What follows belongs to an exercise in optimizing a design on an open flow for small area, a short achievable clock period and few clock cycles; a production flow would make more cautious choices. At most, simulation tests tie the RTL to the original design; equivalence was not proved. No activity file was given, so power comes from the tool's default toggle rates.

Setup of rev 12:
// tanimoto_top
module tanimoto_top (
    input  logic        clk,
    input  logic        rstn,
    input  logic        i_vec_valid,
    input  logic [31:0] i_vec,
    input  logic [13:0] i_thr_wr,
    input  logic        i_out_credit,
    output logic [9:0]  o_pair,
    output logic        o_pair_valid,
    output logic        o_in_credit
);
Size: about 660 flip-flops.
make LEC_CHECK=0 ABC_CLOCK_PERIOD_IN_PS=2200 CAP_MARGIN=20 CORE_MARGIN=2 CORE_UTILIZATION=30 CTS_BUF_LIST=sky130_fd_sc_hd__clkbuf_8 CTS_CLUSTER_SIZE=30 PLACE_DENSITY=0.55 SETUP_SLACK_MARGIN=1.7 SLEW_MARGIN=20 finish   # period 4.0 ns
run.sh (not shown) runs the stock make flow with config.mk's settings and CLKGATE_MAP_FILE= SYNTH_SCRIPT=/design/flow/synth_recipe.tcl, a recipe that flattens the netlist after the stock synthesis.
Rev 12 was carried through to the last stage, and its layout satisfied the timing, DRC and antenna checks.
Inputs modified between rev 12 and rev 13:
# rev 12
export LEC_CHECK = 0
export ABC_CLOCK_PERIOD_IN_PS = 2200
export CAP_MARGIN = 20
export CORE_MARGIN = 2
export CORE_UTILIZATION = 30
export CTS_BUF_LIST = sky130_fd_sc_hd__clkbuf_8
export CTS_CLUSTER_SIZE = 30
export PLACE_DENSITY = 0.55
export SETUP_SLACK_MARGIN = 1.7
export SLEW_MARGIN = 20
create_clock -name core_clock -period 4.0 [get_ports {clk}]
# rev 13
export LEC_CHECK = 0
export ABC_AREA = 1
export CAP_MARGIN = 20
export CORE_MARGIN = 2
export CORE_UTILIZATION = 30
export CTS_BUF_LIST = sky130_fd_sc_hd__clkbuf_8
export CTS_CLUSTER_SIZE = 30
export PLACE_DENSITY = 0.55
export SETUP_SLACK_MARGIN = 1.3
export SLEW_MARGIN = 20
create_clock -name core_clock -period 4.0 [get_ports {clk}]
Results
- Looking at clock power share across rev 12 and rev 13, the one that comes out lower is rev 12.
- Going from rev 12 to rev 13, post-route core utilization has decreased; share of the synthesized area in compound gates (AO/OA/AOI/OAI) has decreased; final worst-path setup slack has decreased; data required time at the worst endpoint has decreased.
- Looking at via count across both flows, rev 13 is the weaker of the two, with rev 12 ahead.
- Diff rev 12 -> rev 13 | maximum resistive drop on vdd | down by more than a quarter
- Final area ends up higher on rev 12.
- On rev 13: share of cell area taken by flip-flops and latches is 2.2 points higher than what rev 12 gave.
Function was not checked in any run of this note: the RTL went through the layout flow alone.


job 101:
Another version of the RTL of tanimoto_top (not shown whole).
Size in the first run: roughly 2600 cells after synthesis, roughly 670 flip-flops, roughly 62 I/O pins, about 0.032 mm² of cells after synthesis.
Settings: LEC_CHECK=0, ABC_CLOCK_PERIOD_IN_PS=2000, CAP_MARGIN=20, CORE_MARGIN=2, CORE_UTILIZATION=35, CTS_BUF_LIST=sky130_fd_sc_hd__clkbuf_8, CTS_CLUSTER_SIZE=30, PLACE_DENSITY=0.6, SETUP_SLACK_MARGIN=1.9, SLEW_MARGIN=20; clock period 4.0 ns.
Testbench counts of job 101, summed over its fixed seeds: cycles 3,204.
## Diff of input files: job 103 against job 101
# job 101
export LEC_CHECK = 0
export ABC_CLOCK_PERIOD_IN_PS = 2000
export CAP_MARGIN = 20
export CORE_MARGIN = 2
export CORE_UTILIZATION = 35
export CTS_BUF_LIST = sky130_fd_sc_hd__clkbuf_8
export CTS_CLUSTER_SIZE = 30
export PLACE_DENSITY = 0.6
export SETUP_SLACK_MARGIN = 1.9
export SLEW_MARGIN = 20
create_clock -name core_clock -period 4.0 [get_ports {clk}]
# job 103
export LEC_CHECK = 0
export ABC_CLOCK_PERIOD_IN_PS = 2000
export CAP_MARGIN = 20
export CORE_MARGIN = 2
export CORE_UTILIZATION = 35
export CTS_BUF_LIST = sky130_fd_sc_hd__clkbuf_8
export CTS_CLUSTER_SIZE = 30
export PLACE_DENSITY = 0.6
export SETUP_SLACK_MARGIN = 1.75
export SLEW_MARGIN = 20
create_clock -name core_clock -period 4.0 [get_ports {clk}]
Findings:
- Of job 103 and job 101, the run reporting the lower logic depth of the worst setup path including buffers was job 103.
- Diff job 101 -> job 103 | wire length per cell | down slightly
- Job 103 does worse than job 101 on pre-CTS worst setup slack.


Another version of the RTL of tanimoto_top (not shown whole).
For scale: about 2,500 cells after synthesis, roughly 62 I/O pins.
clock: 4.0 ns
lec_check: 0
abc_clock_period_in_ps: 2000
cap_margin: 20
core_margin: 2
core_utilization: 30
cts_buf_list: sky130_fd_sc_hd__clkbuf_8
cts_cluster_size: 30
place_density: 0.55
setup_slack_margin: 1.65
slew_margin: 20
The baseline produced a clean layout.
Testbench counts at the start, summed over its fixed seeds: cycles 3,204.
Next try:
- SETUP_SLACK_MARGIN: 1.65 -> 1.75
The new run went through all stages and came out clean.
Worst setup slack is better by 0.019 ns.
Final cell count climbs by 0.43%.
Count of clock-buffer cells in the layout drops by 8.
Via count stays flat.
Sequential cell count stays the same.
Wire length drops by 0.50%.
Utilization climbs by 0.19 points.

[separate check: timing with driven ports]
The flow's constraints put no driver on any port. The routed layouts listed below were extracted and timed again, unchanged, in two steps.
Step 1 sets driving cells, clkbuf_16 on the clock port and buf_2 on the other inputs (assumed; they add their load-dependent delay and slew).
Step 2, shift: input delay + t, output delay - t, t = (earliest + latest rising clock arrival at the registers) / 2. This alone moves slack from input paths to output paths.
a / b / c = ideal ports / drivers / drivers and shift; a / b = the first two.
run | t (ns) | setup slack, ns | hold slack, ns | worst setup path after step 2 | slew at the worst register clock pin (ns)
rev 12 | 0.821 | 1.479 / 1.479 / 0.984 | 0.293 / 0.248 / 0.326 | input to register | 0.08 / 0.08
rev 13 | 0.842 | 1.328 / 1.328 / 0.962 | 0.327 / 0.327 / 0.327 | input to register | 0.08 / 0.08
job 101 | 0.825 | 1.708 / 1.708 / 0.933 | 0.198 / 0.172 / 0.326 | input to register | 0.07 / 0.07
job 103 | 0.796 | 1.688 / 1.688 / 1.007 | 0.228 / 0.195 / 0.326 | input to register | 0.07 / 0.07
the first run of note 3 | 0.791 | 1.614 / 1.614 / 0.882 | 0.287 / 0.243 / 0.325 | input to register | 0.07 / 0.07
the second run of note 3 | 0.786 | 1.634 / 1.634 / 0.947 | 0.253 / 0.215 / 0.313 | input to register | 0.07 / 0.07
After both steps setup and hold are still met in every run listed. For job 101, which loses most, drivers alone change the setup slack by 0.000 ns; drivers and shift together by -0.775 ns.
